This is an optimization exercise on Yosys and OpenROAD, whose aim is small area, not a production implementation. The RTL was checked by simulation tests, not by an equivalence proof against the original design. The clock port is modelled as an ideal driver; clocking choices that lean on that would not hold on a real chip. Power is estimated from default activity; no workload was simulated.

==> design/flow/design.v <==
package decode_pkg;
    localparam logic [3:0] CL_ILL    = 4'd0;
    localparam logic [3:0] CL_OP     = 4'd1;
    localparam logic [3:0] CL_OPIMM  = 4'd2;
    localparam logic [3:0] CL_LOAD   = 4'd3;
    localparam logic [3:0] CL_STORE  = 4'd4;
    localparam logic [3:0] CL_BRANCH = 4'd5;
    localparam logic [3:0] CL_JAL    = 4'd6;
    localparam logic [3:0] CL_JALR   = 4'd7;
    localparam logic [3:0] CL_LUI    = 4'd8;
    localparam logic [3:0] CL_AUIPC  = 4'd9;
endpackage
module op_decoder (
    input  logic [31:0] instr_i,
    output logic [3:0]  cls_o
);
    logic [6:0] opcode;
    logic [2:0] funct3;
    logic [6:0] funct7;
    assign opcode = instr_i[6:0];
    assign funct3 = instr_i[14:12];
    assign funct7 = instr_i[31:25];
    always_comb begin
        cls_o = decode_pkg::CL_ILL;
        case (opcode)
            7'b0110011: begin
                if (funct7 == 7'b0000000 || funct7 == 7'b0000001 ||
                    (funct7 == 7'b0100000 && (funct3 == 3'd0 || funct3 == 3'd5)))
                    cls_o = decode_pkg::CL_OP;
            end
            7'b0010011: begin
                if (funct3 == 3'd1) begin
                    if (funct7 == 7'b0000000) cls_o = decode_pkg::CL_OPIMM;
                end else if (funct3 == 3'd5) begin
                    if (funct7 == 7'b0000000 || funct7 == 7'b0100000) cls_o = decode_pkg::CL_OPIMM;
                end else begin
                    cls_o = decode_pkg::CL_OPIMM;
                end
            end
            7'b0000011:   if (funct3 != 3'd3 && funct3 != 3'd6 && funct3 != 3'd7) cls_o = decode_pkg::CL_LOAD;
            7'b0100011:  if (funct3 == 3'd0 || funct3 == 3'd1 || funct3 == 3'd2) cls_o = decode_pkg::CL_STORE;
            7'b1100011: if (funct3 != 3'd2 && funct3 != 3'd3) cls_o = decode_pkg::CL_BRANCH;
            7'b1101111:    cls_o = decode_pkg::CL_JAL;
            7'b1100111:   if (funct3 == 3'd0) cls_o = decode_pkg::CL_JALR;
            7'b0110111:    cls_o = decode_pkg::CL_LUI;
            7'b0010111:  cls_o = decode_pkg::CL_AUIPC;
            default:     cls_o = decode_pkg::CL_ILL;
        endcase
    end
endmodule
module imm_gen (
    input  logic [3:0]  cls_i,
    input  logic [31:7] w_i,
    output logic        illegal_o,
    output logic [2:0]  unit_o,
    output logic [5:0]  op_o,
    output logic [31:0] imm_o,
    output logic [4:0]  shamt_o
);
    logic [2:0] f3;
    logic       f7_alt;
    logic       f7_md;
    logic       s;
    assign f3     = w_i[14:12];
    assign f7_alt = w_i[30];
    assign f7_md  = w_i[25];
    assign s      = w_i[31];
    always_comb begin
        illegal_o = 1'b0;
        unit_o    = 3'd0;
        op_o      = 6'd0;
        imm_o     = 32'd0;
        shamt_o   = 5'd0;
        case (cls_i)
            decode_pkg::CL_OP: begin
                if (f7_md) begin
                    unit_o = f3[2] ? 3'd4 : 3'd3;
                    op_o   = 6'd37 + {3'd0, f3};
                end else begin
                    case (f3)
                        3'd0: op_o = f7_alt ? 6'd1 : 6'd0;
                        3'd1: op_o = 6'd2;
                        3'd2: op_o = 6'd3;
                        3'd3: op_o = 6'd4;
                        3'd4: op_o = 6'd5;
                        3'd5: op_o = f7_alt ? 6'd7 : 6'd6;
                        3'd6: op_o = 6'd8;
                        default: op_o = 6'd9;
                    endcase
                end
            end
            decode_pkg::CL_OPIMM: begin
                imm_o = {{20{s}}, w_i[31:20]};
                case (f3)
                    3'd0: op_o = 6'd10;
                    3'd1: op_o = 6'd16;
                    3'd2: op_o = 6'd11;
                    3'd3: op_o = 6'd12;
                    3'd4: op_o = 6'd13;
                    3'd5: op_o = f7_alt ? 6'd18 : 6'd17;
                    3'd6: op_o = 6'd14;
                    default: op_o = 6'd15;
                endcase
                if (f3 == 3'd1 || f3 == 3'd5) shamt_o = w_i[24:20];
            end
            decode_pkg::CL_LOAD: begin
                unit_o = 3'd1;
                imm_o  = {{20{s}}, w_i[31:20]};
                op_o   = f3[2] ? (6'd24 + {5'd0, f3[0]}) : (6'd21 + {4'd0, f3[1:0]});
            end
            decode_pkg::CL_STORE: begin
                unit_o = 3'd1;
                imm_o  = {{20{s}}, w_i[31:25], w_i[11:7]};
                op_o   = 6'd26 + {4'd0, f3[1:0]};
            end
            decode_pkg::CL_BRANCH: begin
                unit_o = 3'd2;
                imm_o  = {{20{s}}, w_i[7], w_i[30:25], w_i[11:8], 1'b0};
                op_o   = f3[2] ? (6'd31 + {4'd0, f3[1:0]}) : (6'd29 + {5'd0, f3[0]});
            end
            decode_pkg::CL_JAL: begin
                unit_o = 3'd2;
                imm_o  = {{12{s}}, w_i[19:12], w_i[20], w_i[30:21], 1'b0};
                op_o   = 6'd35;
            end
            decode_pkg::CL_JALR: begin
                unit_o = 3'd2;
                imm_o  = {{20{s}}, w_i[31:20]};
                op_o   = 6'd36;
            end
            decode_pkg::CL_LUI: begin
                imm_o = {w_i[31:12], 12'd0};
                op_o  = 6'd19;
            end
            decode_pkg::CL_AUIPC: begin
                imm_o = {w_i[31:12], 12'd0};
                op_o  = 6'd20;
            end
            default: illegal_o = 1'b1;
        endcase
    end
endmodule
module int_reg_file (
    input  logic                   clk_i,
    input  logic                   rst_i,
    input  logic                   we_i,
    input  logic [5-1:0] waddr_i,
    input  logic [32-1:0]       wdata_i,
    input  logic [5-1:0] raddr1_i,
    input  logic [5-1:0] raddr2_i,
    output logic [32-1:0]       rdata1_o,
    output logic [32-1:0]       rdata2_o
);
    logic [32-1:0] regs [1:32-1];
    logic [32-1:1] vld;
    logic [32-1:1] wsel;
    logic [32-1:1] rsel1;
    logic [32-1:1] rsel2;
    always_comb begin
        for (int i = 1; i < 32; i++) begin
            wsel[i]  = we_i && (waddr_i == i[5-1:0]);
            rsel1[i] = vld[i] && (raddr1_i == i[5-1:0]);
            rsel2[i] = vld[i] && (raddr2_i == i[5-1:0]);
        end
    end
    always_ff @(posedge clk_i) begin
        if (rst_i) begin
            vld <= '0;
        end else begin
            vld <= vld | wsel;
        end
    end
    always_ff @(posedge clk_i) begin
        for (int i = 1; i < 32; i++) begin
            regs[i] <= (regs[i] & {32{~wsel[i]}}) | (wdata_i & {32{wsel[i]}});
        end
    end
    logic [32-1:0] rfull [32];
    always_comb begin
        rfull[0] = '0;
        for (int i = 1; i < 32; i++) rfull[i] = regs[i];
    end
    logic [32-1:0] vfull;
    assign vfull = {vld, 1'b0};
    assign rdata1_o = rfull[raddr1_i] & {32{vfull[raddr1_i]}};
    assign rdata2_o = rfull[raddr2_i] & {32{vfull[raddr2_i]}};
endmodule
module decode_stage (
    input  logic                   clk_i,
    input  logic                   rst_i,
    input  logic                   enable_i,
    input  logic                   stall_i,
    input  logic [32-1:0]       instr_i,
    input  logic [32-1:0]       pc_i,
    input  logic                   wb_en_i,
    input  logic [5-1:0] wb_addr_i,
    input  logic [32-1:0]       wb_data_i,
    output logic                   valid_o,
    output logic                   illegal_o,
    output logic [2:0]             unit_o,
    output logic [5:0]             op_o,
    output logic [32-1:0]       imm_o,
    output logic [5-1:0]    shamt_o,
    output logic [32-1:0]       rs1_data_o,
    output logic [32-1:0]       rs2_data_o,
    output logic [5-1:0] rd_o,
    output logic [32-1:0]       pc_o
);
    logic [3:0]       cls_d;
    logic [32-1:0] rs1_d;
    logic [32-1:0] rs2_d;
    logic [3:0]       cls_q;
    logic [31:7]      w_q;
    op_decoder u_op_decoder (
        .instr_i (instr_i),
        .cls_o   (cls_d)
    );
    int_reg_file u_int_reg_file (
        .clk_i    (clk_i),
        .rst_i    (rst_i),
        .we_i     (wb_en_i),
        .waddr_i  (wb_addr_i),
        .wdata_i  (wb_data_i),
        .raddr1_i (instr_i[19:15]),
        .raddr2_i (instr_i[24:20]),
        .rdata1_o (rs1_d),
        .rdata2_o (rs2_d)
    );
    always_ff @(posedge clk_i) begin
        if (rst_i) begin
            valid_o <= 1'b0;
        end else if (!stall_i) begin
            valid_o <= enable_i;
        end
    end
    always_ff @(posedge clk_i) begin
        if (!stall_i) begin
            cls_q      <= cls_d;
            w_q        <= instr_i[31:7];
            rs1_data_o <= rs1_d;
            rs2_data_o <= rs2_d;
            pc_o       <= pc_i;
        end
    end
    assign rd_o = w_q[11:7];
    imm_gen u_imm_gen (
        .cls_i     (cls_q),
        .w_i       (w_q),
        .illegal_o (illegal_o),
        .unit_o    (unit_o),
        .op_o      (op_o),
        .imm_o     (imm_o),
        .shamt_o   (shamt_o)
    );
endmodule
==> design/flow/run.sh <==
#!/bin/bash
# synth_recipe.tcl (not shown) runs the flow's synth.tcl, then flattens the netlist and writes it again
# the make line also repeats each setting of config.mk as NAME=value (left out here)
make -C /OpenROAD-flow-scripts/flow DESIGN_CONFIG=/design/flow/config.mk WORK_HOME=/design/flow/orfs CLKGATE_MAP_FILE= SYNTH_SCRIPT=/design/flow/synth_recipe.tcl finish
==> design/flow/config.mk <==
export PLATFORM = sky130hd
export DESIGN_NAME = decode_stage
export DESIGN_NICKNAME = decode_stage
export VERILOG_FILES = /design/flow/design.v
export SDC_FILE = /design/flow/constraint.sdc
export NUM_CORES = 4
export LEC_CHECK = 0
export CAP_MARGIN = 20
export CORE_MARGIN = 2
export CORE_UTILIZATION = 40
export SLEW_MARGIN = 20
==> design/flow/constraint.sdc <==
create_clock -name core_clock -period 5.0 [get_ports {clk_i}]
set_input_delay 1.0000 -clock core_clock [delete_from_list [all_inputs] [get_ports {clk_i}]]
set_output_delay 1.0000 -clock core_clock [all_outputs]
set_load 0.01 [all_outputs]
==> results of run 1 <==
==> logic make-up (layout without fill, tap and decap cells) <==
logic type	Yosys count	count (layout)	synth area share
other	0	41	0
AO/OA/AOI/OAI	870	870	0.132
multiplexers	159	159	0.0368
adder cells (fa/ha/maj)	9	9	0.00219
XOR/XNOR	1	1	0.000171
flip-flops	1149	1149	0.666
buffers and inverters	319	807	0.0275
AND/OR/NAND/NOR	1230	1230	0.136
==> stage by stage <==
step / total power [mW] / instances
final: 22.9 / 5928
after global routing: 23.2 / 5890
after CTS: 22.7 / 5887
after detailed placement: 12.9 / 5655
after global placement: 12.9 / 5654
after floorplan: 11.8 / 3737
==> cell type report <==
type                    instances  area [sq um]
well taps                    1662          2080
clock buffers                 157          3500
fillers                     11000         65200
diodes                         41           103
inverters                      17          68.8
flip-flops and latches       1149         34200
clock inverters                75           875
multi-input cells            2269         16400
repair buffers                558          5120
==> power by group through the flow <==
stage               clock network [mW]  registers (mW)  logic [mW]
detailed placement                   0            11.1        1.84
floorplan                            0            11.0       0.713
CTS                               10.0            10.9        1.84
global route                      10.4            10.9        1.94
global placement                     0            11.1        1.83
finish                            10.0            10.9        1.99
==> final timing paths <==
path	start	end	slack, ns	depth (start not counted)
max	w_q[12]$_DFFE_PN_	op_o[3]	0.57	7
min	valid_o$_SDFFE_PP0N_	valid_o$_SDFFE_PP0N_	0.49	2
max reg2reg	flop	rs1_data_o[28]$_DFFE_PN_	1.96	4
min reg2reg	valid_o$_SDFFE_PP0N_	valid_o$_SDFFE_PP0N_	0.49	2
==> cells in the mapped netlist (all sizes together) (12+ instances only) <==
| cell type | n | area [sq um] |
|---|---|---|
| mux4 | 19 | 435 |
| a222oi | 26 | 260 |
| nand2b | 16 | 100 |
| and3 | 175 | 1090 |
| a21oi | 35 | 175 |
| mux2i | 99 | 991 |
| a22o | 116 | 1020 |
| a211oi | 12 | 90.1 |
| a31oi | 45 | 282 |
| a22oi | 377 | 2830 |
| a21o | 21 | 158 |
| nor2 | 187 | 717 |
| buf | 145 | 757 |
| dfxtp | 32 | 641 |
| nor4 | 34 | 213 |
| edfxtp | 1117 | 33500 |
| nand3b | 13 | 97.6 |
| mux2 | 41 | 462 |
| a41oi | 25 | 234 |
| a32oi | 17 | 149 |
| a221oi | 27 | 254 |
| nor3 | 81 | 467 |
| inv | 16 | 60.1 |
| a2111oi | 55 | 482 |
| and2 | 17 | 106 |
| o21ai | 39 | 195 |
| nor3b | 13 | 103 |
| nand2 | 62 | 233 |
| and4 | 88 | 771 |
| clkbuf | 157 | 589 |
| nand4 | 96 | 601 |
| nor2b | 27 | 169 |
| nand3 | 375 | 1880 |
==> worst max-delay path, delay by kind of cell (launching register included) <==
kind                       cells  cell delay, ns
adders and majority gates      1            0.32
buffers and inverters          2            0.69
AOI/OAI and AO/OA              1            0.32
DFF                            1            0.62
and+or+nand+nor                3            0.70
==> metal layers <==
metal  share of wire  wire length, um  vias to the layer above  global-route usage
met1            0.33            98100                    22700               0.536
met3            0.18            53600                     1792               0.224
met2            0.39           115000                     6125               0.586
met4           0.093            27400                       30               0.313
met5         0.00092              271                        -             0.00481
li1                -                -                    16300                   -
==> flow_summary_export.csv, run 1 <==
group,metric,value,unit
synthesis,instance_count_of_the_mapped_netlist,3737,
placed_design,place.gp.congestion,1.05,
global_routing,grt_start_max_net_pins,66,
power_and_ir_drop,seq_power_share,0.475,
finish,final_common_cell,"sky130_fd_sc_hd__edfxtp_1",
timing,timing_hold_violations_final,0,
worst_setup_path,setup.worst_path.start_class,"flop",
clocking,post_cts_buffers,0,
synthesis,synth-seq-area-share,0.666,
finish,layout_common_cells,"sky130_fd_sc_hd__edfxtp_1, sky130_fd_sc_hd__a22oi_1, sky130_fd_sc_hd__nand3_1",
routing,drt_pass1_iterations,14,
worst_setup_path,cells_traversed_along_the_worst_timing_path,"inv_1 -> ha_1 -> nor3_1 -> nor2_1 -> or3b_2 -> a211o_1 -> clkdlybuf4s50_1",
floorplanning,starting_density_of_the_core,0.403,
power_and_ir_drop,cell_leakage_power,20.3,nW
routing,wire_per_inst,49.6,um
finish,syn_to_final_growth,21.4,%
clocking,cts_root_buf,"sky130_fd_sc_hd__clkbuf_16",
synthesis,async_flop_share,0,
timing,unrepaired_setup_endpoints_after_global_routing,"no",
clocking,clock_latency,0.80,ns
floorplanning,fp.dieW,362,um
finish,layout.nets,4241,
clocking,clock_tree.htree_level_count,4,
synthesis,syn-mean-instance-area,13.7,sq um
routing,drcViolationCount,0,
worst_setup_path,timing.critical_path.fanout_max,10,
timing,setup_total_negative_slack,0,ns
finish,post-route-cell-area,62300,sq um
global_routing,grt_pass1_wl,383000,um
timing,maxSlewHeadroom,0.123,
worst_setup_path,slowest_cell_delay_on_critical_path,0.62,ns
floorplanning,top_level_ports,255,
clocking,cts.path.max_buffers,3,
synthesis,synth_cell_type_count,79,
global_routing,grt.overflow.total,0,
clocking,clk_pin_slew_worst_paths,0.06,ns
worst_setup_path,crit_path_end_kind,"output port",
synthesis,ys_ff_latch,1149,
timing,hold-worst-slack,0.495,ns
clocking,post_cts.resized_instances,0,
timing,fmax,226,MHz
job,maximum_capacitance_violations,0,
timing,slew_worst_pin,1.31,ns
timing,report.final.setup_viol,0,
floorplanning,coreArea,128000,sq um
synthesis,dominantRegCellSynth,"sky130_fd_sc_hd__edfxtp_1",
clocking,post_cts_hold_fix_bufs,0,
placed_design,pre_cts_ws,0.627,ns
timing,report.final.slew_viol_count,0,
worst_hold_path,hold_class,"flop to flop",
timing,layout_worst_path_cycle_share,0.887,
power_and_ir_drop,swShare,0.246,
status,status,"timing/DRC/antenna clean",
synthesis,synth_fp_nets,3852,
synthesis,yosys_warnings,6,
global_routing,initial_antenna_violation_count,29,
routing,final_antenna_net_count,0,
floorplanning,die_area,131000,sq um
power_and_ir_drop,power.combinational.fraction,0.087,
timing,worst_clock_skew,0.0424,ns
global_routing,first_global_vias,42300,
worst_setup_path,cpMaxStageDelayCell,"sky130_fd_sc_hd__edfxtp_1",
placed_design,detailedPlacementHpwl,182000,um
finish,drive_above_1_share,0.170,
routing,dr.first_iter.drc_count,12200,
floorplanning,fp-row-count,131,
worst_setup_path,timing.critical_path.required,4.00,ns
routing,vias,46900,
power_and_ir_drop,power_switching,5.64,mW
worst_setup_path,worst_ep_arrival_time,3.43,ns
routing,routed_wl,294000,um
power_and_ir_drop,power_report.internal_total,17.3,mW
finish,final_core_util,0.489,
timing,timing.final.ws_setup,0.566,ns
routing,drt-vias-per-instance,7.91,
power_and_ir_drop,peakVddDrop,0.316,mV
power_and_ir_drop,power_per_cell_area,368,nW/um^2
synthesis,synthesis.area,51300,sq um
timing,final.min_clock_period,4.43,ns
synthesis,number_of_flops_mapped_to_enable_cells_by_yosys,1117,
global_routing,grt_resource_usage_total,0.437,
placed_design,area_of_placed_instances,57900,sq um
clocking,cts_made_buffers,131,
floorplanning,die_h,362,um
placed_design,placement.io_buffers,254,
power_and_ir_drop,share_of_power_burned_in_the_clock_network,0.438,
clocking,cts_tree,"done",
worst_setup_path,crit_type,"flop to output port",
clocking,clock_sink_count,1149,
==> run 2: changes to the inputs <==
--- a/design/flow/design.v
+++ b/design/flow/design.v
@@ -77,3 +77,12 @@
                     unit_o = f3[2] ? 3'd4 : 3'd3;
-                    op_o   = 6'd37 + {3'd0, f3};
+                    case (f3)
+                        3'd0: op_o = 6'd37;
+                        3'd1: op_o = 6'd38;
+                        3'd2: op_o = 6'd39;
+                        3'd3: op_o = 6'd40;
+                        3'd4: op_o = 6'd41;
+                        3'd5: op_o = 6'd42;
+                        3'd6: op_o = 6'd43;
+                        default: op_o = 6'd44;
+                    endcase
                 end else begin
@@ -108,3 +117,9 @@
                 imm_o  = {{20{s}}, w_i[31:20]};
-                op_o   = f3[2] ? (6'd24 + {5'd0, f3[0]}) : (6'd21 + {4'd0, f3[1:0]});
+                case (f3)
+                    3'd0: op_o = 6'd21;
+                    3'd1: op_o = 6'd22;
+                    3'd2: op_o = 6'd23;
+                    3'd4: op_o = 6'd24;
+                    default: op_o = 6'd25;
+                endcase
             end
@@ -113,3 +128,7 @@
                 imm_o  = {{20{s}}, w_i[31:25], w_i[11:7]};
-                op_o   = 6'd26 + {4'd0, f3[1:0]};
+                case (f3[1:0])
+                    2'd0: op_o = 6'd26;
+                    2'd1: op_o = 6'd27;
+                    default: op_o = 6'd28;
+                endcase
             end
@@ -118,3 +137,10 @@
                 imm_o  = {{20{s}}, w_i[7], w_i[30:25], w_i[11:8], 1'b0};
-                op_o   = f3[2] ? (6'd31 + {4'd0, f3[1:0]}) : (6'd29 + {5'd0, f3[0]});
+                case (f3)
+                    3'd0: op_o = 6'd29;
+                    3'd1: op_o = 6'd30;
+                    3'd4: op_o = 6'd31;
+                    3'd5: op_o = 6'd32;
+                    3'd6: op_o = 6'd33;
+                    default: op_o = 6'd34;
+                endcase
             end
@@ -150,2 +176,5 @@
     input  logic [5-1:0] raddr2_i,
+    input  logic                   hold_i,
+    input  logic [32-1:0]       hold1_i,
+    input  logic [32-1:0]       hold2_i,
     output logic [32-1:0]       rdata1_o,
@@ -161,4 +190,4 @@
             wsel[i]  = we_i && (waddr_i == i[5-1:0]);
-            rsel1[i] = vld[i] && (raddr1_i == i[5-1:0]);
-            rsel2[i] = vld[i] && (raddr2_i == i[5-1:0]);
+            rsel1[i] = !hold_i && vld[i] && (raddr1_i == i[5-1:0]);
+            rsel2[i] = !hold_i && vld[i] && (raddr2_i == i[5-1:0]);
         end
@@ -172,16 +201,80 @@
     end
+    logic [32-1:0] regs_d [1:32-1];
+    logic [32-1:1] wsel_n;
+    assign wsel_n = ~wsel;
+    for (genvar i = 1; i < 32; i++) begin : g_wr
+        hold_mux #(.W(32)) u_wr (
+            .s   (wsel[i]),
+            .s_n (wsel_n[i]),
+            .d   (wdata_i),
+            .q   (regs[i]),
+            .y   (regs_d[i])
+        );
+    end
     always_ff @(posedge clk_i) begin
         for (int i = 1; i < 32; i++) begin
-            regs[i] <= (regs[i] & {32{~wsel[i]}}) | (wdata_i & {32{wsel[i]}});
+            regs[i] <= regs_d[i];
         end
     end
-    logic [32-1:0] rfull [32];
+    logic [32-1:0] grp1_n [10];
+    logic [32-1:0] grp2_n [10];
+    for (genvar g = 0; g < 10; g++) begin : g_rd
+        rd_aoi3 u_rd1 (
+            .a0 (regs[3*g+1]), .a1 (regs[3*g+2]), .a2 (regs[3*g+3]),
+            .s0 (rsel1[3*g+1]), .s1 (rsel1[3*g+2]), .s2 (rsel1[3*g+3]),
+            .y_n (grp1_n[g])
+        );
+        rd_aoi3 u_rd2 (
+            .a0 (regs[3*g+1]), .a1 (regs[3*g+2]), .a2 (regs[3*g+3]),
+            .s0 (rsel2[3*g+1]), .s1 (rsel2[3*g+2]), .s2 (rsel2[3*g+3]),
+            .y_n (grp2_n[g])
+        );
+    end
+    logic [32-1:0] last1_n;
+    logic [32-1:0] last2_n;
+    rd_aoi2 u_last1 (
+        .a0 (regs[31]), .a1 (hold1_i), .s0 (rsel1[31]), .s1 (hold_i), .y_n (last1_n)
+    );
+    rd_aoi2 u_last2 (
+        .a0 (regs[31]), .a1 (hold2_i), .s0 (rsel2[31]), .s1 (hold_i), .y_n (last2_n)
+    );
     always_comb begin
-        rfull[0] = '0;
-        for (int i = 1; i < 32; i++) rfull[i] = regs[i];
+        rdata1_o = ~last1_n;
+        rdata2_o = ~last2_n;
+        for (int g = 0; g < 10; g++) begin
+            rdata1_o = rdata1_o | ~grp1_n[g];
+            rdata2_o = rdata2_o | ~grp2_n[g];
+        end
     end
-    logic [32-1:0] vfull;
-    assign vfull = {vld, 1'b0};
-    assign rdata1_o = rfull[raddr1_i] & {32{vfull[raddr1_i]}};
-    assign rdata2_o = rfull[raddr2_i] & {32{vfull[raddr2_i]}};
+endmodule
+module rd_aoi3 (
+    input  logic [32-1:0] a0,
+    input  logic [32-1:0] a1,
+    input  logic [32-1:0] a2,
+    input  logic             s0,
+    input  logic             s1,
+    input  logic             s2,
+    output logic [32-1:0] y_n
+);
+    assign y_n = ~((a0 & {32{s0}}) | (a1 & {32{s1}}) | (a2 & {32{s2}}));
+endmodule
+module hold_mux #(
+    parameter int W = 32
+) (
+    input  logic         s,
+    input  logic         s_n,
+    input  logic [W-1:0] d,
+    input  logic [W-1:0] q,
+    output logic [W-1:0] y
+);
+    assign y = (d & {W{s}}) | (q & {W{s_n}});
+endmodule
+module rd_aoi2 (
+    input  logic [32-1:0] a0,
+    input  logic [32-1:0] a1,
+    input  logic             s0,
+    input  logic             s1,
+    output logic [32-1:0] y_n
+);
+    assign y_n = ~((a0 & {32{s0}}) | (a1 & {32{s1}}));
 endmodule
@@ -225,2 +318,5 @@
         .raddr2_i (instr_i[24:20]),
+        .hold_i   (stall_i),
+        .hold1_i  (rs1_data_o),
+        .hold2_i  (rs2_data_o),
         .rdata1_o (rs1_d),
@@ -235,10 +331,23 @@
     end
+    localparam int OW = 4 + 25 + 32;
+    logic [OW-1:0] out_q;
+    logic [OW-1:0] out_d;
+    logic          ld;
+    logic          ld_n;
+    assign ld   = ~stall_i;
+    assign ld_n = stall_i;
+    hold_mux #(.W(OW)) u_out (
+        .s   (ld),
+        .s_n (ld_n),
+        .d   ({cls_d, instr_i[31:7], pc_i}),
+        .q   (out_q),
+        .y   (out_d)
+    );
     always_ff @(posedge clk_i) begin
-        if (!stall_i) begin
-            cls_q      <= cls_d;
-            w_q        <= instr_i[31:7];
-            rs1_data_o <= rs1_d;
-            rs2_data_o <= rs2_d;
-            pc_o       <= pc_i;
-        end
+        out_q <= out_d;
+    end
+    assign {cls_q, w_q, pc_o} = out_q;
+    always_ff @(posedge clk_i) begin
+        rs1_data_o <= rs1_d;
+        rs2_data_o <= rs2_d;
     end
==> design/flow/flow/run.sh (new file) <==
#!/bin/bash
# The standard layout, with two changes: the port buffers are the
# smallest buffer (buf_1) and CTS inserts no dummy loads.
set -euo pipefail
export BUFFER_PORTS_ARGS="-buffer_cell sky130_fd_sc_hd__buf_1"
export CTS_ARGS="-sink_clustering_enable -repair_clock_nets -sink_clustering_size 20 -sink_clustering_max_diameter 60 -buf_list {sky130_fd_sc_hd__clkbuf_4 sky130_fd_sc_hd__clkbuf_8} -dont_use_dummy_load"
bash standard.sh > standard.log 2>&1
==> design/flow/standard.sh (new file) <==
#!/bin/bash
# synth_recipe.tcl (not shown) runs the flow's synth.tcl, then flattens the netlist and writes it again
# the make line also repeats each setting of config.mk as NAME=value (left out here)
make -C /OpenROAD-flow-scripts/flow DESIGN_CONFIG=/design/flow/config.mk WORK_HOME=/design/flow/orfs CLKGATE_MAP_FILE= SYNTH_SCRIPT=/design/flow/synth_recipe.tcl "${@:-finish}"
--- a/design/flow/config.mk
+++ b/design/flow/config.mk
@@ -7,5 +7,10 @@
 export LEC_CHECK = 0
-export CAP_MARGIN = 20
+export CAP_MARGIN = 10
 export CORE_MARGIN = 2
-export CORE_UTILIZATION = 40
-export SLEW_MARGIN = 20
+export CORE_UTILIZATION = 50
+export CTS_BUF_LIST = sky130_fd_sc_hd__clkbuf_4 sky130_fd_sc_hd__clkbuf_8
+export CTS_CLUSTER_DIAMETER = 60
+export CTS_CLUSTER_SIZE = 20
+export SLEW_MARGIN = 10
+export SYNTH_HIERARCHICAL = 1
+export SYNTH_MINIMUM_KEEP_SIZE = 0
removed: design/flow/run.sh
==> flow_summary_export.csv, run 2 <==
group,metric,value,unit
status,status,"timing/DRC/antenna clean",
clocking,clock_sink_count,1149,
routing,routed_wl,208000,um
timing,timing_hold_violations_final,0,
timing,report.final.slew_viol_count,0,
clocking,post_cts.resized_instances,0,
floorplanning,top_level_ports,255,
synthesis,synth_area_leaders,"sky130_fd_sc_hd__dfxtp_1, sky130_fd_sc_hd__a22o_1, sky130_fd_sc_hd__a222oi_1",
routing,wire_per_inst,39.2,um
synthesis,synthesis.area,47800,sq um
global_routing,first_global_vias,39500,
worst_setup_path,reg2regPathDepth,4,
finish,largest_reg_flops,992,
clocking,cts.path.max_buffers,3,
synthesis,synth_fp_nets,4178,
floorplanning,fp-row-count,113,
timing,report.final.setup_viol,0,
timing,unrepaired_setup_endpoints_after_global_routing,"no",
finish,post-route-cell-area,48300,sq um
floorplanning,fp.dieW,313,um
synthesis,post-synth-top-count-cell,"sky130_fd_sc_hd__dfxtp_1",
timing,fmax,245,MHz
routing,dr.first_iter.drc_count,12300,
finish,largestRegisters,"u_int_reg_file.regs: 992 flops, out_q: 61 flops",
synthesis,syn-mean-instance-area,11.7,sq um
synthesis,yosysTopAreaCellShare,0.481,
synthesis,netlist.top_cell.by_area,"sky130_fd_sc_hd__dfxtp_1",
synthesis,synth_cell_type_count,65,
worst_setup_path,timing.critical_path.required,4.00,ns
placed_design,place.gp.congestion,0.942,
power_and_ir_drop,peakVddDrop,0.225,mV
worst_hold_path,worst_hold_path.endpoint,"out_q[29]$_DFF_P_",
routing,drt_pass1_iterations,14,
worst_setup_path,crit_path_end_kind,"output port",
worst_setup_path,worst_r2r_startpoint,"u_int_reg_file.vld[11]$_SDFF_PP0_",
placed_design,dp.cells,5199,
worst_setup_path,r2r_setup_slack,2.27,ns
power_and_ir_drop,cell_leakage_power,19.1,nW
worst_setup_path,rr_endpoint,"rs1_data_o[2]$_DFF_P_",
global_routing,grt_resource_usage_total,0.401,
routing,vias,43100,
timing,timing.final.ws_setup,0.926,ns
timing,hold-worst-slack,0.435,ns
clocking,cts_made_buffers,94,
placed_design,detailedPlacementHpwl,122000,um
finish,final_core_util,0.509,
finish,layout.nets,4136,
timing,worst_clock_skew,0.115,ns
worst_setup_path,setup.worst_path.start_class,"flop",
global_routing,initial_antenna_violation_count,29,
clocking,post_cts_hold_fix_bufs,0,
timing,slew_worst_pin,1.33,ns
synthesis,instance_count_of_the_mapped_netlist,4072,
routing,drt-vias-per-instance,8.12,
worst_setup_path,worst_ep_arrival_time,3.07,ns
worst_hold_path,hold_class,"input port to flop",
finish,drive_above_1_share,0.102,
timing,maxSlewHeadroom,0.108,
synthesis,yosys_warnings,15,
worst_setup_path,crit_type,"flop to output port",
synthesis,dominantRegCellSynth,"sky130_fd_sc_hd__dfxtp_1",
routing,drcViolationCount,0,
job,maximum_capacitance_violations,0,
clocking,clock_tree.htree_level_count,3,
global_routing,grt.overflow.total,0,
clocking,clock_latency,0.83,ns
timing,final.min_clock_period,4.07,ns
power_and_ir_drop,power_per_cell_area,390,nW/um^2
finish,reg_with_most_ffs,"u_int_reg_file.regs",
finish,syn_to_final_growth,1.04,%
worst_hold_path,whs_path_depth,2,
synthesis,async_flop_share,0,
global_routing,grt_start_max_net_pins,62,
timing,setup_total_negative_slack,0,ns
synthesis,ys_ff_latch,1149,
global_routing,grt_pass1_wl,290000,um
clocking,cts_root_buf,"sky130_fd_sc_hd__clkbuf_8",
placed_design,pre_cts_ws,0.850,ns
synthesis,synth-seq-area-share,0.481,
worst_setup_path,timing.critical_path.fanout_max,28,
power_and_ir_drop,power,18.8,mW
finish,instances_no_fill,5305,
clocking,post_cts_buffers,0,
floorplanning,die_area,98100,sq um
floorplanning,starting_density_of_the_core,0.504,
timing,layout_worst_path_cycle_share,0.815,
floorplanning,coreArea,94900,sq um
clocking,cts_tree,"done",
finish,layout_common_cells,"sky130_fd_sc_hd__dfxtp_1, sky130_fd_sc_hd__a22o_1, sky130_fd_sc_hd__a222oi_1",
worst_hold_path,min-delay-start,"pc_i[29]",
placed_design,placement.io_buffers,254,
finish,final_common_cell,"sky130_fd_sc_hd__dfxtp_1",
placed_design,area_of_placed_instances,47000,sq um
floorplanning,die_h,313,um
synthesis,number_of_flops_mapped_to_enable_cells_by_yosys,0,
clocking,clk_pin_slew_worst_paths,0.12,ns
routing,final_antenna_net_count,0,
synthesis,ys_top_cells_by_count,"sky130_fd_sc_hd__dfxtp_1, sky130_fd_sc_hd__a22o_1, sky130_fd_sc_hd__a222oi_1",
-- run 2: cell types whose count changed after synthesis, moves of 132 or more --
cell,change
sky130_fd_sc_hd__buf_6,+323
sky130_fd_sc_hd__dfxtp_1,+1117
sky130_fd_sc_hd__nand3_1,-308
sky130_fd_sc_hd__edfxtp_1,-1117
sky130_fd_sc_hd__clkbuf_1,-132
sky130_fd_sc_hd__a22oi_1,-306
sky130_fd_sc_hd__a22o_1,+877
sky130_fd_sc_hd__a222oi_1,+615
-- run 2: final cells by class --
class | instances | area (sq um)
multi-input combinational | 2407 | 20600
antenna | 12 | 30.0
clock buffer | 94 | 1290
fill | 8524 | 46600
timing repair buffer | 337 | 1670
inverter | 41 | 154
tap | 1265 | 1580
sequential | 1149 | 23000
-- run 2: cells by family after synthesis --
kind of cell / count (synthesis) / synth area share
flops: 1149 / 0.481
mux: 3 / 0.000628
compound gates: 1868 / 0.355
xor+xnor: 3 / 0.000550
simple gates: 533 / 0.0660
buf+inv: 516 / 0.0970
-- run 2: worst max path at each step --
stage	cells past startpoint	startpoint	endpoint	slack (ns)
finish	5	out_q[58]$_DFF_P_	imm_o[18]	0.93
global placement	7	stall_i	rs2_data_o[2]$_DFF_P_	0.89
CTS	5	out_q[58]$_DFF_P_	imm_o[18]	0.88
detailed placement	7	stall_i	rs2_data_o[2]$_DFF_P_	0.85
global route	5	out_q[58]$_DFF_P_	imm_o[18]	0.73
floorplan	6	stall_i	rs2_data_o[10]$_DFF_P_	2.31
-- run 2: Yosys stat by module, one instance, submodules excluded, a selection --
module        area (sq um)  cells
rd_aoi2                289     38
int_reg_file         23500   1551
imm_gen               1040    170
rd_aoi3                403     41
decode_stage          2820    166
op_decoder             224     36
-- run 2: power breakdown --
| part | switching, mW | internal (mW) | leakage, nW |
|---|---|---|---|
| combinational | 0.787 | 1.11 | 8.90 |
| sequential | 1.36 | 10.8 | 9.54 |
| clock | 3.09 | 1.68 | 0.676 |
-- run 2: layer usage --
metal,global-route usage,vias to the layer above,routed length (um)
met2,0.561,3948,84700
li1,-,17300,-
met4,0.196,32,11300
met1,0.539,21000,79400
met5,0.00725,-,230
met3,0.150,811,32500
-- run 2: worst max-delay path, cell delays in order, from the launching register on --
cell                      delay, ns
sky130_fd_sc_hd__dfxtp_1       0.96
sky130_fd_sc_hd__inv_2         0.18
sky130_fd_sc_hd__nor3_1        0.34
sky130_fd_sc_hd__or2_1         0.33
sky130_fd_sc_hd__a21o_1        0.30
sky130_fd_sc_hd__buf_1         0.19
==> run 3: changes to the inputs <==
==> design/flow/flow/run.sh (replaced) <==
#!/bin/bash
set -euo pipefail
export BUFFER_PORTS_ARGS="-buffer_cell sky130_fd_sc_hd__buf_1"
export CTS_ARGS="-sink_clustering_enable -repair_clock_nets -sink_clustering_size 30 -sink_clustering_max_diameter 100 -buf_list {sky130_fd_sc_hd__clkbuf_8} -dont_use_dummy_load"
bash standard.sh cts > standard_cts.log 2>&1
CLKFIX_RESULTS=orfs/results/sky130hd/decode_stage/base CLKFIX_TARGET=0.118 \
    openroad -no_init -exit flow/clkfix.tcl > clkfix.log 2>&1
bash standard.sh > standard_finish.log 2>&1
==> design/flow/flow/clkfix.tcl (new file) <==
# Upsize clock buffers whose loads see a slew above the target, then
# legalize. Reads and rewrites the CTS result in place.
set R $::env(CLKFIX_RESULTS)
set P $::env(FLOW_HOME)/platforms/sky130hd
read_db $R/4_cts.odb
read_liberty $P/lib/sky130_fd_sc_hd__tt_025C_1v80.lib
read_sdc $R/4_cts.sdc
source $P/setRC.tcl
set target $::env(CLKFIX_TARGET)
set sizes {sky130_fd_sc_hd__clkbuf_1 sky130_fd_sc_hd__clkbuf_2 sky130_fd_sc_hd__clkbuf_4 sky130_fd_sc_hd__clkbuf_8 sky130_fd_sc_hd__clkbuf_16}
for {set it 0} {$it < 6} {incr it} {
  estimate_parasitics -placement
  set changed 0
  set worst_all 0
  foreach inst [get_cells clkbuf_*] {
    set m [get_property $inst ref_name]
    set idx [lsearch $sizes $m]
    if {$idx < 0} continue
    set worst 0
    foreach out [get_pins -of_objects $inst -filter "direction == output"] {
      foreach p [get_pins -of_objects [get_nets -of_objects $out] -filter "direction == input"] {
        set s [get_property $p slew_max]
        if {$s > $worst} { set worst $s }
      }
    }
    if {$worst > $worst_all} { set worst_all $worst }
    if {$worst > $target && $idx < 4} {
      replace_cell $inst [lindex $sizes [expr {$idx + 1}]]
      incr changed
    }
  }
  puts "clkfix iteration $it: worst load slew $worst_all, upsized $changed"
  if {$changed == 0} break
}
detailed_placement
check_placement
estimate_parasitics -placement
report_clock_skew
write_db $R/4_cts.odb
--- a/design/flow/config.mk
+++ b/design/flow/config.mk
@@ -10,5 +10,2 @@
 export CORE_UTILIZATION = 50
-export CTS_BUF_LIST = sky130_fd_sc_hd__clkbuf_4 sky130_fd_sc_hd__clkbuf_8
-export CTS_CLUSTER_DIAMETER = 60
-export CTS_CLUSTER_SIZE = 20
 export SLEW_MARGIN = 10
==> flow_summary_export.csv, run 3 <==
group,metric,value,unit
finish,post-route-cell-area,48100,sq um
synthesis,dominantRegCellSynth,"sky130_fd_sc_hd__dfxtp_1",
timing,slew_worst_pin,1.35,ns
synthesis,syn-mean-instance-area,11.7,sq um
finish,largest_reg_flops,992,
clocking,post_cts_hold_fix_bufs,0,
power_and_ir_drop,peakVddDrop,0.263,mV
routing,drcViolationCount,0,
worst_setup_path,worst_ep_arrival_time,2.97,ns
worst_setup_path,cells_traversed_along_the_worst_timing_path,"inv_2 -> nor3_1 -> or2_1 -> a21o_1 -> buf_1",
timing,timing_hold_violations_final,0,
routing,final_antenna_net_count,0,
synthesis,instance_count_of_the_mapped_netlist,4072,
job,maximum_capacitance_violations,0,
clocking,clock_sink_count,1149,
synthesis,ys_top_cells_by_count,"sky130_fd_sc_hd__dfxtp_1, sky130_fd_sc_hd__a22o_1, sky130_fd_sc_hd__a222oi_1",
floorplanning,fp.dieW,313,um
timing,unrepaired_setup_endpoints_after_global_routing,"no",
floorplanning,die_h,313,um
timing,report.final.slew_viol_count,0,
clocking,clock_latency,0.68,ns
clocking,post_cts.resized_instances,0,
clocking,cts_tree,"done",
routing,vias,43000,
synthesis,synthesis.area,47800,sq um
synthesis,post-synth-top-count-cell,"sky130_fd_sc_hd__dfxtp_1",
finish,largestRegisters,"u_int_reg_file.regs: 992 flops, out_q: 61 flops",
finish,drive_above_1_share,0.0905,
timing,setup_total_negative_slack,0,ns
worst_setup_path,crit_type,"flop to output port",
routing,dr.first_iter.drc_count,12700,
worst_setup_path,slowest_cell_delay_on_critical_path,0.97,ns
worst_setup_path,crit_path_end_kind,"output port",
clocking,post_cts_buffers,0,
synthesis,yosys_warnings,15,
global_routing,initial_antenna_violation_count,31,
routing,drt-vias-per-instance,8.18,
synthesis,yosysTopAreaCellShare,0.481,
timing,layout_worst_path_cycle_share,0.794,
global_routing,grt.overflow.total,0,
power_and_ir_drop,power_per_cell_area,386,nW/um^2
timing,final.min_clock_period,3.97,ns
worst_setup_path,timing.critical_path.max_delay_family,"flip-flops",
worst_setup_path,cpMaxStageDelayCell,"sky130_fd_sc_hd__dfxtp_1",
worst_setup_path,crit_buf_inv,2,
placed_design,place.gp.congestion,0.942,
worst_setup_path,timing.critical_path.required,4.00,ns
timing,report.final.setup_viol,0,
synthesis,synth_area_leaders,"sky130_fd_sc_hd__dfxtp_1, sky130_fd_sc_hd__a22o_1, sky130_fd_sc_hd__a222oi_1",
timing,worst_clock_skew,0.0499,ns
floorplanning,fp-row-count,113,
placed_design,dp.cells,5199,
synthesis,async_flop_share,0,
synthesis,synth_cell_type_count,65,
routing,wire_per_inst,39.4,um
power_and_ir_drop,cell_leakage_power,19.0,nW
finish,syn_to_final_growth,0.644,%
timing,fmax,252,MHz
finish,instances_no_fill,5252,
finish,reg_with_most_ffs,"u_int_reg_file.regs",
routing,drt_pass1_iterations,22,
clocking,cts_made_buffers,45,
synthesis,synth_fp_nets,4178,
worst_setup_path,timing.critical_path.fanout_max,28,
synthesis,netlist.top_cell.by_area,"sky130_fd_sc_hd__dfxtp_1",
floorplanning,coreArea,94900,sq um
placed_design,pre_cts_ws,0.850,ns
status,status,"timing/DRC/antenna clean",
finish,layout_common_cells,"sky130_fd_sc_hd__dfxtp_1, sky130_fd_sc_hd__a22o_1, sky130_fd_sc_hd__a222oi_1",
clocking,cts.path.max_buffers,3,
worst_hold_path,hold_class,"flop to flop",
global_routing,first_global_vias,39000,
floorplanning,top_level_ports,255,
synthesis,number_of_flops_mapped_to_enable_cells_by_yosys,0,
placed_design,area_of_placed_instances,47000,sq um
clocking,clk_pin_slew_worst_paths,0.11,ns
floorplanning,starting_density_of_the_core,0.504,
placed_design,detailedPlacementHpwl,122000,um
global_routing,grt_resource_usage_total,0.398,
finish,layout.nets,4087,
power_and_ir_drop,power,18.6,mW
routing,routed_wl,207000,um
timing,timing.final.ws_setup,1.03,ns
worst_setup_path,setup.worst_path.start_class,"flop",
clocking,cts_root_buf,"sky130_fd_sc_hd__clkbuf_8",
finish,final_common_cell,"sky130_fd_sc_hd__dfxtp_1",
synthesis,ys_ff_latch,1149,
placed_design,placement.io_buffers,254,
clocking,clock_tree.htree_level_count,2,
floorplanning,die_area,98100,sq um
timing,maxSlewHeadroom,0.101,
synthesis,synth-seq-area-share,0.481,
global_routing,grt_pass1_wl,289000,um
global_routing,grt_start_max_net_pins,62,
run 3: cell counts after synthesis:
Identical to the previous run, type by type.
run 3: final cells by class:
class                   count  area, sq um
diodes                      8         20.0
clock buffers              45         1110
fillers                  8514        46800
inverters                  41          154
multi-input cells        2407        20600
flip-flops and latches   1149        23000
well taps                1265         1580
repair buffers            337         1670
run 3: final timing paths:
| check | endpoint | cells past startpoint | from | slack [ns] |
|---|---|---|---|---|
| hold reg to reg | out_q[25]$_DFF_P_ | 1 | out_q[25]$_DFF_P_ | 0.48 |
| setup reg to reg | rs1_data_o[27]$_DFF_P_ | 5 | u_int_reg_file.vld[1]$_SDFF_PP0_ | 2.28 |
| setup / recovery | imm_o[18] | 5 | out_q[58]$_DFF_P_ | 1.03 |
| hold / removal | out_q[25]$_DFF_P_ | 1 | out_q[25]$_DFF_P_ | 0.48 |
run 3: modules after synthesis (local to each module, per instance), excerpt:
module,cells inside,flops+latches,copies in the design,cell area (sq um)
decode_stage,166,126,1,2820
op_decoder,36,0,1,224
imm_gen,170,0,1,1040
int_reg_file,1551,1023,1,23500
rd_aoi2,38,0,2,289
rd_aoi3,41,0,20,403
run 3: stage by stage:
step / utilization / hold slack (ns)
floorplan: - / 0.434
global placement: 0.495 / 0.451
detailed placement: 0.495 / 0.451
CTS: 0.502 / 0.436
global route: 0.507 / 0.491
finish: 0.507 / 0.479
run 3: where the power goes:
part / switching (mW) / internal (mW) / total, mW
Sequential: 1.37 / 10.8 / 12.1
Clock: 2.92 / 1.62 / 4.54
Combinational: 0.789 / 1.12 / 1.90
run 3: cell families after synthesis:
family	Yosys count	synth area share
buffers and inverters	516	0.0970
XOR/XNOR	3	0.000550
AO/OA/AOI/OAI	1868	0.355
multiplexers	3	0.000628
flip-flops	1149	0.481
AND/OR/NAND/NOR	533	0.0660
run 3: metal layers:
layer	vias up	share of wire	track usage
li1	17200	-	-
met2	4101	0.41	0.564
met5	-	0.0012	0.00145
met1	20900	0.38	0.535
met4	40	0.055	0.179
met3	771	0.16	0.151
==> run 4: changes to the inputs <==
--- a/design/flow/design.v
+++ b/design/flow/design.v
@@ -3,10 +3,10 @@
     localparam logic [3:0] CL_OP     = 4'd1;
-    localparam logic [3:0] CL_OPIMM  = 4'd2;
-    localparam logic [3:0] CL_LOAD   = 4'd3;
-    localparam logic [3:0] CL_STORE  = 4'd4;
-    localparam logic [3:0] CL_BRANCH = 4'd5;
-    localparam logic [3:0] CL_JAL    = 4'd6;
-    localparam logic [3:0] CL_JALR   = 4'd7;
-    localparam logic [3:0] CL_LUI    = 4'd8;
-    localparam logic [3:0] CL_AUIPC  = 4'd9;
+    localparam logic [3:0] CL_OPIMM  = 4'd4;
+    localparam logic [3:0] CL_LOAD   = 4'd5;
+    localparam logic [3:0] CL_STORE  = 4'd8;
+    localparam logic [3:0] CL_BRANCH = 4'd9;
+    localparam logic [3:0] CL_JAL    = 4'd14;
+    localparam logic [3:0] CL_JALR   = 4'd6;
+    localparam logic [3:0] CL_LUI    = 4'd12;
+    localparam logic [3:0] CL_AUIPC  = 4'd13;
 endpackage
@@ -67,101 +67,113 @@
     assign s      = w_i[31];
+    logic c_op, c_opimm, c_load, c_store, c_branch, c_jal, c_jalr, c_lui, c_auipc;
+    logic f_i, f_s, f_b, f_u, f_j, f_isb, f_imm;
+    logic g_none, g_sb, g_uj;
+    assign g_none = ~cls_i[3] & ~cls_i[2];
+    assign f_i    = ~cls_i[3] &  cls_i[2];
+    assign g_sb   =  cls_i[3] & ~cls_i[2];
+    assign g_uj   =  cls_i[3] &  cls_i[2];
+    assign c_op     = g_none & cls_i[0];
+    assign c_opimm  = f_i & ~cls_i[1] & ~cls_i[0];
+    assign c_load   = f_i & cls_i[0];
+    assign c_jalr   = f_i & cls_i[1];
+    assign c_store  = g_sb & ~cls_i[0];
+    assign c_branch = g_sb & cls_i[0];
+    assign c_lui    = g_uj & ~cls_i[1] & ~cls_i[0];
+    assign c_auipc  = g_uj & cls_i[0];
+    assign c_jal    = g_uj & cls_i[1];
+    assign f_s   = c_store;
+    assign f_b   = c_branch;
+    assign f_u   = g_uj & ~cls_i[1];
+    assign f_j   = c_jal;
+    assign f_isb = f_i | f_s | f_b;
+    assign f_imm = f_isb | f_j;                  
+    assign imm_o[31]    = s & (f_imm | f_u);
+    assign imm_o[30:20] = f_u ? w_i[30:20] : {11{s & f_imm}};
+    assign imm_o[19:12] = (f_u | f_j) ? w_i[19:12] : {8{s & f_isb}};
+    assign imm_o[11]    = (s & (f_i | f_s)) | (w_i[7] & f_b) | (w_i[20] & f_j);
+    assign imm_o[10:5]  = w_i[30:25] & {6{f_imm}};
+    assign imm_o[4:1]   = (w_i[24:21] & {4{f_i | f_j}}) | (w_i[11:8] & {4{f_s | f_b}});
+    assign imm_o[0]     = (w_i[20] & f_i) | (w_i[7] & f_s);
+    assign shamt_o   = w_i[24:20] & {5{c_opimm & (f3[1:0] == 2'b01)}};
+    assign illegal_o = g_none & ~cls_i[0];
     always_comb begin
-        illegal_o = 1'b0;
-        unit_o    = 3'd0;
-        op_o      = 6'd0;
-        imm_o     = 32'd0;
-        shamt_o   = 5'd0;
-        case (cls_i)
-            decode_pkg::CL_OP: begin
-                if (f7_md) begin
-                    unit_o = f3[2] ? 3'd4 : 3'd3;
-                    case (f3)
-                        3'd0: op_o = 6'd37;
-                        3'd1: op_o = 6'd38;
-                        3'd2: op_o = 6'd39;
-                        3'd3: op_o = 6'd40;
-                        3'd4: op_o = 6'd41;
-                        3'd5: op_o = 6'd42;
-                        3'd6: op_o = 6'd43;
-                        default: op_o = 6'd44;
-                    endcase
-                end else begin
-                    case (f3)
-                        3'd0: op_o = f7_alt ? 6'd1 : 6'd0;
-                        3'd1: op_o = 6'd2;
-                        3'd2: op_o = 6'd3;
-                        3'd3: op_o = 6'd4;
-                        3'd4: op_o = 6'd5;
-                        3'd5: op_o = f7_alt ? 6'd7 : 6'd6;
-                        3'd6: op_o = 6'd8;
-                        default: op_o = 6'd9;
-                    endcase
-                end
-            end
-            decode_pkg::CL_OPIMM: begin
-                imm_o = {{20{s}}, w_i[31:20]};
+        unit_o = 3'd0;
+        op_o   = 6'd0;
+        if (c_op) begin
+            if (f7_md) begin
+                unit_o = f3[2] ? 3'd4 : 3'd3;
                 case (f3)
-                    3'd0: op_o = 6'd10;
-                    3'd1: op_o = 6'd16;
-                    3'd2: op_o = 6'd11;
-                    3'd3: op_o = 6'd12;
-                    3'd4: op_o = 6'd13;
-                    3'd5: op_o = f7_alt ? 6'd18 : 6'd17;
-                    3'd6: op_o = 6'd14;
-                    default: op_o = 6'd15;
-                endcase
-                if (f3 == 3'd1 || f3 == 3'd5) shamt_o = w_i[24:20];
-            end
-            decode_pkg::CL_LOAD: begin
-                unit_o = 3'd1;
-                imm_o  = {{20{s}}, w_i[31:20]};
-                case (f3)
-                    3'd0: op_o = 6'd21;
-                    3'd1: op_o = 6'd22;
-                    3'd2: op_o = 6'd23;
-                    3'd4: op_o = 6'd24;
-                    default: op_o = 6'd25;
-                endcase
-            end
-            decode_pkg::CL_STORE: begin
-                unit_o = 3'd1;
-                imm_o  = {{20{s}}, w_i[31:25], w_i[11:7]};
-                case (f3[1:0])
-                    2'd0: op_o = 6'd26;
-                    2'd1: op_o = 6'd27;
-                    default: op_o = 6'd28;
+                    3'd0: op_o = 6'd37;
+                    3'd1: op_o = 6'd38;
+                    3'd2: op_o = 6'd39;
+                    3'd3: op_o = 6'd40;
+                    3'd4: op_o = 6'd41;
+                    3'd5: op_o = 6'd42;
+                    3'd6: op_o = 6'd43;
+                    default: op_o = 6'd44;
                 endcase
-            end
-            decode_pkg::CL_BRANCH: begin
-                unit_o = 3'd2;
-                imm_o  = {{20{s}}, w_i[7], w_i[30:25], w_i[11:8], 1'b0};
+            end else begin
                 case (f3)
-                    3'd0: op_o = 6'd29;
-                    3'd1: op_o = 6'd30;
-                    3'd4: op_o = 6'd31;
-                    3'd5: op_o = 6'd32;
-                    3'd6: op_o = 6'd33;
-                    default: op_o = 6'd34;
+                    3'd0: op_o = f7_alt ? 6'd1 : 6'd0;
+                    3'd1: op_o = 6'd2;
+                    3'd2: op_o = 6'd3;
+                    3'd3: op_o = 6'd4;
+                    3'd4: op_o = 6'd5;
+                    3'd5: op_o = f7_alt ? 6'd7 : 6'd6;
+                    3'd6: op_o = 6'd8;
+                    default: op_o = 6'd9;
                 endcase
             end
-            decode_pkg::CL_JAL: begin
-                unit_o = 3'd2;
-                imm_o  = {{12{s}}, w_i[19:12], w_i[20], w_i[30:21], 1'b0};
-                op_o   = 6'd35;
-            end
-            decode_pkg::CL_JALR: begin
-                unit_o = 3'd2;
-                imm_o  = {{20{s}}, w_i[31:20]};
-                op_o   = 6'd36;
-            end
-            decode_pkg::CL_LUI: begin
-                imm_o = {w_i[31:12], 12'd0};
-                op_o  = 6'd19;
-            end
-            decode_pkg::CL_AUIPC: begin
-                imm_o = {w_i[31:12], 12'd0};
-                op_o  = 6'd20;
-            end
-            default: illegal_o = 1'b1;
-        endcase
+        end
+        if (c_opimm) begin
+            case (f3)
+                3'd0: op_o = 6'd10;
+                3'd1: op_o = 6'd16;
+                3'd2: op_o = 6'd11;
+                3'd3: op_o = 6'd12;
+                3'd4: op_o = 6'd13;
+                3'd5: op_o = f7_alt ? 6'd18 : 6'd17;
+                3'd6: op_o = 6'd14;
+                default: op_o = 6'd15;
+            endcase
+        end
+        if (c_load) begin
+            unit_o = 3'd1;
+            case (f3)
+                3'd0: op_o = 6'd21;
+                3'd1: op_o = 6'd22;
+                3'd2: op_o = 6'd23;
+                3'd4: op_o = 6'd24;
+                default: op_o = 6'd25;
+            endcase
+        end
+        if (c_store) begin
+            unit_o = 3'd1;
+            case (f3[1:0])
+                2'd0: op_o = 6'd26;
+                2'd1: op_o = 6'd27;
+                default: op_o = 6'd28;
+            endcase
+        end
+        if (c_branch) begin
+            unit_o = 3'd2;
+            case (f3)
+                3'd0: op_o = 6'd29;
+                3'd1: op_o = 6'd30;
+                3'd4: op_o = 6'd31;
+                3'd5: op_o = 6'd32;
+                3'd6: op_o = 6'd33;
+                default: op_o = 6'd34;
+            endcase
+        end
+        if (c_jal) begin
+            unit_o = 3'd2;
+            op_o   = 6'd35;
+        end
+        if (c_jalr) begin
+            unit_o = 3'd2;
+            op_o   = 6'd36;
+        end
+        if (c_lui)   op_o = 6'd19;
+        if (c_auipc) op_o = 6'd20;
     end
==> design/flow/flow/run.sh (replaced) <==
#!/bin/bash
set -euo pipefail
export BUFFER_PORTS_ARGS="-buffer_cell sky130_fd_sc_hd__buf_1"
export CTS_ARGS="-sink_clustering_enable -repair_clock_nets -sink_clustering_size 26 -sink_clustering_max_diameter 80 -buf_list {sky130_fd_sc_hd__clkbuf_8} -dont_use_dummy_load"
bash standard.sh cts > standard_cts.log 2>&1
CLKFIX_RESULTS=orfs/results/sky130hd/decode_stage/base CLKFIX_TARGET=0.110 \
    openroad -no_init -exit flow/clkfix.tcl > clkfix.log 2>&1
bash standard.sh > standard_finish.log 2>&1
==> flow_summary_export.csv, run 4 <==
group,metric,value,unit
clocking,cts_tree,"done",
finish,fillerInstances,8473,
clocking,clock_sink_count,1149,
synthesis,yosys_warnings,15,
synthesis,synth_area_leaders,"sky130_fd_sc_hd__dfxtp_1, sky130_fd_sc_hd__a22o_1, sky130_fd_sc_hd__a222oi_1",
routing,drcViolationCount,0,
routing,drt_pass1_iterations,14,
clocking,cts.path.max_buffers,3,
timing,hold-worst-slack,0.470,ns
synthesis,ys_top_cells_by_count,"sky130_fd_sc_hd__dfxtp_1, sky130_fd_sc_hd__a22o_1, sky130_fd_sc_hd__a222oi_1",
floorplanning,die_h,313,um
synthesis,instance_count_of_the_mapped_netlist,4061,
synthesis,yosys.area_share.simple,0.0657,
worst_setup_path,setup.worst_path.start_class,"flop",
routing,dr.first_iter.drc_count,12500,
finish,layout.nets,4121,
synthesis,synth_cell_type_count,75,
global_routing,grt_start_max_net_pins,65,
power_and_ir_drop,power_per_cell_area,390,nW/um^2
routing,routed_wl,209000,um
floorplanning,die_area,98000,sq um
timing,report.final.slew_viol_count,0,
synthesis,yosysTopAreaCellShare,0.482,
finish,final_core_util,0.511,
routing,vias,42800,
placed_design,placement.io_buffers,254,
clocking,post_cts.resized_instances,0,
synthesis,synthesis.area,47700,sq um
finish,reg_with_most_ffs,"u_int_reg_file.regs",
synthesis,synth-seq-area-share,0.482,
floorplanning,top_level_ports,255,
worst_setup_path,worst_ep_arrival_time,3.05,ns
global_routing,first_global_vias,39000,
synthesis,synth_fp_nets,4167,
global_routing,initial_antenna_violation_count,23,
synthesis,combinational_family_with_the_most_area_after_synthesis,"compound AO/OA/AOI/OAI gates",
finish,largest_reg_flops,992,
power_and_ir_drop,peakVddDrop,0.281,mV
floorplanning,starting_density_of_the_core,0.503,
synthesis,muxShareOfSynthArea,0.000629,
timing,setup_total_negative_slack,0,ns
clocking,clock_tree.htree_level_count,2,
placed_design,dp.cells,5225,
synthesis,compound_gate_fraction_of_synth_area,0.355,
routing,final_antenna_net_count,0,
placed_design,place.gp.congestion,0.929,
job,maximum_capacitance_violations,0,
timing,report.final.setup_viol,0,
timing,timing.final.ws_setup,0.948,ns
synthesis,number_of_flops_mapped_to_enable_cells_by_yosys,0,
worst_setup_path,timing.critical_path.fanout_max,20,
global_routing,grt.overflow.total,0,
clocking,cts_root_buf,"sky130_fd_sc_hd__clkbuf_8",
finish,syn_to_final_growth,1.51,%
timing,final.min_clock_period,4.05,ns
timing,timing_hold_violations_final,0,
timing,maxSlewHeadroom,0.167,
finish,layout_common_cells,"sky130_fd_sc_hd__dfxtp_1, sky130_fd_sc_hd__a22o_1, sky130_fd_sc_hd__a222oi_1",
synthesis,async_flop_share,0,
finish,final_common_cell,"sky130_fd_sc_hd__dfxtp_1",
routing,wire_per_inst,39.4,um
worst_hold_path,whs_path_depth,1,
floorplanning,fp.dieW,313,um
timing,worst_clock_skew,0.0492,ns
placed_design,pre_cts_ws,1.02,ns
placed_design,detailedPlacementHpwl,126000,um
timing,unrepaired_setup_endpoints_after_global_routing,"no",
synthesis,post-synth-top-count-cell,"sky130_fd_sc_hd__dfxtp_1",
synthesis,dominantRegCellSynth,"sky130_fd_sc_hd__dfxtp_1",
finish,instances_no_fill,5290,
global_routing,grt_pass1_wl,289000,um
clocking,post_cts_hold_fix_bufs,0,
timing,fmax,247,MHz
finish,largestRegisters,"u_int_reg_file.regs: 992 flops, out_q: 61 flops",
worst_setup_path,crit_path_end_kind,"output port",
worst_hold_path,hold_class,"flop to flop",
floorplanning,coreArea,94900,sq um
clocking,clock_latency,0.71,ns
worst_setup_path,crit_type,"flop to output port",
synthesis,syn-mean-instance-area,11.8,sq um
floorplanning,fp-row-count,113,
clocking,cts_made_buffers,53,
synthesis,post_synth_fa_ha_maj_area_fraction,0,
timing,slew_worst_pin,1.24,ns
power_and_ir_drop,cell_leakage_power,19.1,nW
status,status,"timing/DRC/antenna clean",
synthesis,ys_ff_latch,1149,
synthesis,netlist.top_cell.by_area,"sky130_fd_sc_hd__dfxtp_1",
global_routing,grt_resource_usage_total,0.401,
routing,drt-vias-per-instance,8.09,
worst_setup_path,reg2regPathDepth,5,
clocking,clk_pin_slew_worst_paths,0.10,ns
synthesis,post_synth_xor_area_fraction,0.000550,
worst_setup_path,timing.critical_path.required,4.00,ns
finish,drive_above_1_share,0.101,
clocking,post_cts_buffers,0,
timing,layout_worst_path_cycle_share,0.810,
-- run 4: cell types whose count changed after synthesis, moves of 5 or more --
cell                       before  now
sky130_fd_sc_hd__nor2_1        62   50
sky130_fd_sc_hd__a21o_1        20   12
sky130_fd_sc_hd__nand2b_1      11    3
sky130_fd_sc_hd__o21ai_1        7   14
sky130_fd_sc_hd__a22oi_1       71   65
sky130_fd_sc_hd__buf_2         86   80
sky130_fd_sc_hd__nand2_1       44   49
sky130_fd_sc_hd__o21ai_0        7   12
-- run 4: metrics by stage --
| step | cell area (sq um) | power, mW |
|---|---|---|
| 2_1_floorplan | 47700 | 13.3 |
| 3_3_place_gp | 47100 | 14.0 |
| 3_5_place_dp | 47100 | 14.1 |
| 4_1_cts | 47900 | 17.8 |
| 5_1_grt | 48400 | 19.5 |
| 6_report | 48500 | 18.9 |
-- run 4: where the power goes --
part / switching, mW / leakage [nW] / internal, mW
combinational: 0.794 / 8.96 / 1.12
clock: 2.99 / 0.638 / 1.85
sequential: 1.37 / 9.54 / 10.8
total: 5.15 / 19.1 / 13.7
-- run 4: per-module statistics from Yosys, one instance, submodules excluded, excerpt --
module	area [sq um]	flops+latches	copies in the design	cells
int_reg_file	23500	1023	1	1551
op_decoder	239	0	1	36
decode_stage	2820	126	1	166
imm_gen	976	0	1	159
rd_aoi2	289	0	2	38
rd_aoi3	403	0	20	41
-- run 4: kinds of logic after synthesis --
family / after synthesis
XOR/XNOR: 3
flip-flops: 1149
multiplexers: 3
AND/OR/NAND/NOR: 528
AO/OA/AOI/OAI: 1869
buffers and inverters: 509
-- run 4: path summary, 6_finish.rpt --
path | to | start | slack, ns
max | op_o[1] | out_q[60]$_DFF_P_ | 0.95
min | out_q[20]$_DFF_P_ | out_q[20]$_DFF_P_ | 0.47
max reg2reg | rs2_data_o[25]$_DFF_P_ | u_int_reg_file.vld[2]$_SDFF_PP0_ | 2.21
min reg2reg | out_q[20]$_DFF_P_ | out_q[20]$_DFF_P_ | 0.47
-- run 4: critical path: stages (launching register included) --
cell	delay [ns]
sky130_fd_sc_hd__dfxtp_1	0.88
sky130_fd_sc_hd__inv_2	0.28
sky130_fd_sc_hd__nor2_1	0.63
sky130_fd_sc_hd__nand3_1	0.15
sky130_fd_sc_hd__a41oi_1	0.20
sky130_fd_sc_hd__buf_1	0.23
-- run 4: area by class of cell --
| type | instances | area, sq um | share of cell area |
|---|---|---|---|
| clock buffers | 53 | 1290 | 0.0267 |
| well taps | 1265 | 1580 | 0.0327 |
| repair buffers | 369 | 1880 | 0.0389 |
| multi-input cells | 2403 | 20500 | 0.424 |
| inverters | 39 | 146 | 0.00302 |
| flip-flops and latches | 1149 | 23000 | 0.475 |
| diodes | 12 | 30.0 | 0.000620 |
-- run 4: per-layer routing --
metal	global-route usage	up-vias	wire length (um)
li1	-	17200	-
met1	0.525	20900	78700
met2	0.567	3910	84800
met3	0.165	798	33000
met4	0.196	22	11800
met5	0.00290	-	195
==> run 5: changes to the inputs <==
==> design/flow/flow/run.sh (replaced) <==
#!/bin/bash
set -euo pipefail
export BUFFER_PORTS_ARGS="-buffer_cell sky130_fd_sc_hd__buf_1"
export CTS_ARGS="-sink_clustering_enable -repair_clock_nets -sink_clustering_size 30 -sink_clustering_max_diameter 80 -buf_list {sky130_fd_sc_hd__clkbuf_8} -dont_use_dummy_load"
bash standard.sh cts > standard_cts.log 2>&1
CLKFIX_RESULTS=orfs/results/sky130hd/decode_stage/base CLKFIX_TARGET=0.110 \
    openroad -no_init -exit flow/clkfix.tcl > clkfix.log 2>&1
bash standard.sh > standard_finish.log 2>&1
==> flow_summary_export.csv, run 5 <==
group,metric,value,unit
timing,unrepaired_setup_endpoints_after_global_routing,"no",
worst_setup_path,crit_type,"flop to output port",
timing,slew_worst_pin,1.23,ns
finish,syn_to_final_growth,1.29,%
clocking,cts_made_buffers,50,
clocking,cts_tree,"done",
finish,drive_above_1_share,0.100,
routing,drt-vias-per-instance,8.16,
clocking,clock_sink_count,1149,
finish,final_common_cell,"sky130_fd_sc_hd__dfxtp_1",
floorplanning,coreArea,94900,sq um
power_and_ir_drop,power.combinational.fraction,0.102,
power_and_ir_drop,peakVddDrop,0.276,mV
clocking,clock_latency,0.71,ns
floorplanning,die_area,98000,sq um
job,maximum_capacitance_violations,0,
clocking,post_cts_buffers,0,
power_and_ir_drop,seq_power_share,0.647,
timing,layout_worst_path_cycle_share,0.808,
worst_hold_path,hold_class,"flop to flop",
routing,wire_per_inst,39.5,um
synthesis,async_flop_share,0,
synthesis,synthesis.area,47700,sq um
synthesis,instance_count_of_the_mapped_netlist,4061,
routing,drcViolationCount,0,
clocking,cts_root_buf,"sky130_fd_sc_hd__clkbuf_8",
worst_setup_path,crit_path_end_kind,"output port",
floorplanning,fp.dieW,313,um
synthesis,synth-seq-area-share,0.482,
clocking,post_cts_hold_fix_bufs,0,
floorplanning,fp-row-count,113,
global_routing,grt_start_max_net_pins,65,
timing,timing.final.ws_setup,0.960,ns
synthesis,number_of_flops_mapped_to_enable_cells_by_yosys,0,
status,status,"timing/DRC/antenna clean",
floorplanning,die_h,313,um
synthesis,syn-mean-instance-area,11.8,sq um
power_and_ir_drop,power_report.internal_total,13.6,mW
finish,largestRegisters,"u_int_reg_file.regs: 992 flops, out_q: 61 flops",
synthesis,yosys_warnings,15,
global_routing,initial_antenna_violation_count,25,
timing,timing_hold_violations_final,0,
synthesis,yosysTopAreaCellShare,0.482,
power_and_ir_drop,share_of_power_burned_in_the_clock_network,0.251,
timing,report.final.setup_viol,0,
synthesis,netlist.top_cell.by_area,"sky130_fd_sc_hd__dfxtp_1",
synthesis,ys_ff_latch,1149,
power_and_ir_drop,swShare,0.275,
floorplanning,starting_density_of_the_core,0.503,
## run 5: cell types whose count changed in the layout (fill, tap and decap cells not counted), sizes merged
| cell | delta |
|---|---|
| diode | -2 |
| clkbuf | -3 |
## run 5: cell type report
class                      instances  area (sq um)
multi-input combinational       2403         20500
clock buffer                      50          1190
inverter                          39           146
timing repair buffer             369          1880
tap                             1265          1580
antenna                           10          25.0
sequential                      1149         23000
fill                            8463         46500
## run 5: per-module statistics from Yosys, one instance, submodules excluded, a selection
module,area (sq um),cells inside,flops+latches,copies in the design
rd_aoi2,289,38,0,2
rd_aoi3,403,41,0,20
decode_stage,2820,166,126,1
imm_gen,976,159,0,1
op_decoder,239,36,0,1
int_reg_file,23500,1551,1023,1
## run 5: critical path, stage by stage (launching register included)
cell and delay [ns]:
sky130_fd_sc_hd__dfxtp_1 0.88, sky130_fd_sc_hd__inv_2 0.28, sky130_fd_sc_hd__nor2_1 0.63, sky130_fd_sc_hd__nand3_1 0.15, sky130_fd_sc_hd__a41oi_1 0.20, sky130_fd_sc_hd__buf_1 0.23
## run 5: through the flow
step,std cells,area (sq um),hold WS [ns]
2_1_floorplan,4061,47700,0.434
3_3_place_gp,5225,47100,0.450
3_5_place_dp,5225,47100,0.453
4_1_cts,5275,47800,0.379
5_1_grt,5276,48300,0.496
6_report,5285,48400,0.474
## run 5: routing by layer
metal / wire length (um) / GRT usage / share of wire
met2: 84900 / 0.569 / 0.41
met3: 33300 / 0.160 / 0.16
met5: 239 / 0.000484 / 0.0011
met4: 11600 / 0.190 / 0.056
met1: 78500 / 0.529 / 0.38
## run 5: worst paths after layout
check / to / start
worst max-delay path: op_o[1] / out_q[60]$_DFF_P_
worst min-delay path: out_q[14]$_DFF_P_ / out_q[14]$_DFF_P_
worst max register to register: rs2_data_o[18]$_DFF_P_ / u_int_reg_file.vld[2]$_SDFF_PP0_
worst min register to register: out_q[14]$_DFF_P_ / out_q[14]$_DFF_P_
## run 5: cell families after synthesis
kind of cell | count (synthesis) | share of synthesized area
compound gates | 1869 | 0.355
xor+xnor | 3 | 0.000550
mux | 3 | 0.000629
flops | 1149 | 0.482
simple gates | 528 | 0.0657
buf+inv | 509 | 0.0968
## run 5: power by group through the flow
| stage | logic [mW] | clock network [mW] | registers (mW) |
|---|---|---|---|
| after floorplan | 1.48 | 0 | 11.9 |
| after global placement | 1.79 | 0 | 12.2 |
| after detailed placement | 1.87 | 0 | 12.2 |
| after CTS | 1.86 | 3.77 | 12.0 |
| after global routing | 2.06 | 4.97 | 12.3 |
| final | 1.92 | 4.70 | 12.1 |

## separate check: timing with driven ports
How much do the figures lean on ideal ports? The routed layouts below were timed once more, with nothing changed but the port constraints. Step 1 sets driving cells, clkbuf_16 on the clock port and buf_2 on the other inputs (assumed; they add their load-dependent delay and slew). Step 2 times the ports against the registers' clock, not the clock port: input delays grow and output delays shrink by t, the midpoint of the rising clock arrivals with the driver on. Slacks: ideal ports / drivers / drivers and shift; pairs: ideal ports / drivers.
run | t, ns | slack for setup (ns)
run 1 | 0.859 | 0.566 / 0.487 / 0.213
run 2 | 0.845 | 0.926 / 0.854 / 0.662
run 3 | 0.722 | 1.032 / 0.953 / 0.641
run 4 | 0.750 | 0.948 / 0.877 / 0.724
run 5 | 0.756 | 0.960 / 0.888 / 0.741
After both steps setup and hold are still met in every run listed.
